Background: an optimization exercise with open tools, aiming at small area and a short achievable clock period. Do not read the settings as production practice. The RTL was checked by simulation tests, not by an equivalence proof against the original design. Power figures rest on the tool's default switching activity, not on a simulated workload.

old:
==> flow/design.v <==
package dmem_pkg;
  localparam int DMEM_DEPTH = 64;
endpackage
module dmem_lane (
  input  logic       clk,
  input  logic       s,
  input  logic       sn,
  input  logic [7:0] d,
  output logic [7:0] q
);
  always_ff @(posedge clk) begin
    q <= ({8{s}} & d) | ({8{sn}} & q);
  end
endmodule
module dmem_wdec (
  input  logic a,
  input  logic b,
  output logic s,
  output logic sn
);
  logic sn_s;
  assign sn_s = ~(a & b);
  assign sn   = sn_s;
  dmem_inv u_inv (.a(sn_s), .y(s));
endmodule
module dmem_inv (
  input  logic a,
  output logic y
);
  assign y = ~a;
endmodule
module dmem_rdec (
  input  logic a,
  input  logic b,
  output logic y
);
  assign y = a & b;
endmodule
module dmem_rd2 (
  input  logic [31:0] a,
  input  logic [31:0] b,
  input  logic        sa,
  input  logic        sb,
  output logic [31:0] y_n
);
  assign y_n = ~(({32{sa}} & a) | ({32{sb}} & b));
endmodule
module dmem_nand2 (
  input  logic [31:0] a,
  input  logic [31:0] b,
  output logic [31:0] y
);
  assign y = ~(a & b);
endmodule
module dmem_nand3 (
  input  logic [31:0] a,
  input  logic [31:0] b,
  input  logic [31:0] c,
  output logic [31:0] y
);
  assign y = ~(a & b & c);
endmodule
module dmem_nand4 (
  input  logic [31:0] a,
  input  logic [31:0] b,
  input  logic [31:0] c,
  input  logic [31:0] d,
  output logic [31:0] y
);
  assign y = ~(a & b & c & d);
endmodule
module dmem_nor3 (
  input  logic [31:0] a,
  input  logic [31:0] b,
  input  logic [31:0] c,
  output logic [31:0] y
);
  assign y = ~(a | b | c);
endmodule
module dmem_array #(
  parameter int DEPTH = 64
) (
  input  logic             clk,
  input  logic             rst_n,
  input  logic [7:0]       wa,        
  input  logic [31:0]      wbl,       
  input  logic [31:0]      wdata,
  input  logic [7:0]       ra,        
  input  logic [7:0]       rb,        
  input  logic             hold,      
  input  logic [31:0]      rq,        
  output logic [31:0]      rnext      
);
  logic [31:0] mem_q [DEPTH];
  logic [31:0] t1_n [33];    
  logic [31:0] t2 [9];       
  logic [31:0] t3_n [3];     
  logic [31:0] rmux_s;
  logic [DEPTH-1:0] rsel;
  for (genvar k = 0; k < DEPTH; k++) begin : g_rsel
    dmem_rdec u_rdec (.a(ra[k / 8]), .b(rb[k % 8]), .y(rsel[k]));
  end
  for (genvar k = 0; k < DEPTH; k++) begin : g_word
    for (genvar l = 0; l < 4; l++) begin : g_lane
      logic s, sn;
      dmem_wdec u_dec (
        .a (wa[k / 8]),
        .b (wbl[8*l + k % 8]),
        .s (s),
        .sn(sn)
      );
      dmem_lane u_lane (
        .clk(clk),
        .s  (s),
        .sn (sn),
        .d  (wdata[8*l +: 8]),
        .q  (mem_q[k][8*l +: 8])
      );
    end
  end
  for (genvar j = 0; j < DEPTH / 2; j++) begin : g_rd1
    dmem_rd2 u_rd (
      .a (mem_q[2*j]), .b (mem_q[2*j+1]),
      .sa(rsel[2*j]), .sb(rsel[2*j+1]),
      .y_n(t1_n[j])
    );
  end
  dmem_nand2 u_hold (.a({32{hold}}), .b(rq), .y(t1_n[32]));
  for (genvar j = 0; j < 6; j++) begin : g_rd2
    dmem_nand4 u_g (.a(t1_n[4*j]), .b(t1_n[4*j+1]), .c(t1_n[4*j+2]),
                    .d(t1_n[4*j+3]), .y(t2[j]));
  end
  for (genvar j = 0; j < 3; j++) begin : g_rd2b
    dmem_nand3 u_g (.a(t1_n[24+3*j]), .b(t1_n[24+3*j+1]), .c(t1_n[24+3*j+2]),
                    .y(t2[6+j]));
  end
  for (genvar j = 0; j < 3; j++) begin : g_rd3
    dmem_nor3 u_g (.a(t2[3*j]), .b(t2[3*j+1]), .c(t2[3*j+2]), .y(t3_n[j]));
  end
  dmem_nand3 u_rd4 (.a(t3_n[0]), .b(t3_n[1]), .c(t3_n[2]), .y(rmux_s));
  assign rnext = rmux_s;
endmodule
module dmem_responder #(
  parameter int WAIT_CYCLES = 1,
  parameter int DEPTH       = dmem_pkg::DMEM_DEPTH
) (
  input  logic        clk,
  input  logic        rst_n,
  input  logic        req,
  input  logic        we,
  input  logic [7:0]  addr,
  input  logic [31:0] wdata,
  input  logic [3:0]  be,
  output logic [31:0] rdata,
  output logic        ack,
  output logic        err
);
  localparam int AW = $clog2(DEPTH);
  logic        idle_r, busy_r, resp_r, mis_r;
  logic        ack_r, err_r;
  logic        accept_s, mis_in_s, go_s, rgo_s;
  logic [3:0]  be_s;
  logic [7:0]       wa_r;
  logic [31:0]      cap_wdata_r;
  logic [31:0]      wbl_r;
  logic [7:0]       ahi_s, alo_s;
  logic             rd_r;
  logic [7:0]       ra_r, rb_r;
  logic [31:0]      rnext_s;
  logic [31:0]      rdata_r;
  logic             rstf_r;
  assign accept_s = idle_r & req;
  assign mis_in_s = |addr[1:0];
  assign go_s     = accept_s & ~mis_in_s;
  assign rgo_s    = go_s & ~we;
  always_comb begin
    for (int i = 0; i < 8; i++) begin
      ahi_s[i] = (addr[7:5] == 3'(i));
      alo_s[i] = (addr[4:2] == 3'(i));
    end
  end
  assign be_s     = be;
  always_ff @(posedge clk or negedge rst_n) begin
    if (!rst_n) begin
      idle_r  <= 1'b1;
      busy_r  <= 1'b0;
      resp_r  <= 1'b0;
      mis_r   <= 1'b0;
      ack_r   <= 1'b0;
      err_r   <= 1'b0;
      wbl_r   <= '0;
      rd_r    <= 1'b0;
      ra_r    <= '0;
    end else begin
      idle_r  <= (idle_r & ~req) | resp_r | mis_r;
      busy_r  <= go_s;
      mis_r   <= accept_s & mis_in_s;
      resp_r  <= busy_r;
      ack_r   <= resp_r | mis_r;
      err_r   <= mis_r;
      for (int l = 0; l < 4; l++) begin
        wbl_r[8*l +: 8] <= {8{go_s & we & be_s[l]}} & alo_s;
      end
      rd_r    <= rgo_s;
      ra_r    <= {8{rgo_s}} & ahi_s;
    end
  end
  always_ff @(posedge clk) begin
    wa_r        <= ahi_s;
    rb_r        <= alo_s;
    cap_wdata_r <= wdata;
  end
  dmem_array #(.DEPTH(DEPTH)) u_array (
    .clk  (clk),
    .rst_n(rst_n),
    .wa   (wa_r),
    .wbl  (wbl_r),
    .wdata(cap_wdata_r),
    .ra   (ra_r),
    .rb   (rb_r),
    .hold (~rd_r & ~rstf_r),
    .rq   (rdata_r),
    .rnext(rnext_s)
  );
  always_ff @(posedge clk) begin
    rdata_r <= rnext_s;
  end
  always_ff @(posedge clk or negedge rst_n) begin
    if (!rst_n) begin
      rstf_r <= 1'b1;
    end else begin
      rstf_r <= 1'b0;
    end
  end
  assign rdata = rdata_r;
  assign ack = ack_r;
  assign err = err_r;
endmodule
clock: 5.0 ns
lec_check: 0
cap_margin: 20
core_margin: 2
core_utilization: 80
cts_cluster_diameter: 70
cts_cluster_size: 24
place_density: 0.9
setup_slack_margin: 2.9
slew_margin: 20
synth_hierarchical: 1
run.sh (not shown) runs the stock make flow with config.mk's settings and CLKGATE_MAP_FILE= SYNTH_SCRIPT=/design/flow/synth_recipe.tcl, a recipe that flattens the netlist after the stock synthesis.
Modified inputs, new compared to old
--- a/flow/config.mk
+++ b/flow/config.mk
@@ -10 +10 @@
-export CORE_UTILIZATION = 80
+export CORE_UTILIZATION = 75
@@ -13 +12,0 @@
-export PLACE_DENSITY = 0.9
==> comparison <==
- Higher total routing resource utilization after global routing was reported by old, not new.
- Compared with old, new shows a lower final cell utilization of the core.
- In the metrics for old and new, the one carrying the higher sequential share of layout area is old.
- new: total power is 2.3% higher than what old reported.
- The peak per-stage delay on the critical path on old is in line with that on new.
- Between old and new, the cell area reported after detailed placement does not differ in any meaningful way.
- Taking old as the reference, in new post-route clock period utilization held; number of global-route vias before repair went down.

==> afterwards: timing with drivers on the ports <==
No port has a modelled driver above. Below, the same layouts with a new extraction and two added sets of constraints. Step 1 (the two cells are an assumption about what drives the block):
set clk [get_ports {clk}]
set_driving_cell -lib_cell sky130_fd_sc_hd__clkbuf_16 $clk
set_driving_cell -lib_cell sky130_fd_sc_hd__buf_2 [delete_from_list [all_inputs] $clk]
Step 2 also shifts input and output timing later by t, the mid clock arrival at the registers, as if the neighbouring blocks saw the same clock. Slacks: ideal / step 1 / step 2; pairs: ideal / step 1.
run | t, ns | setup slack, ns | worst data-port slew with drivers (ns)
old | 0.825 | 2.716 / 2.636 / 2.297 | 0.19
new | 0.822 | 2.714 / 2.635 / 2.279 | 0.18
After both steps every run listed still meets setup and hold. For new, which loses most, drivers alone change the setup slack by -0.079 ns; drivers and shift together by -0.435 ns.
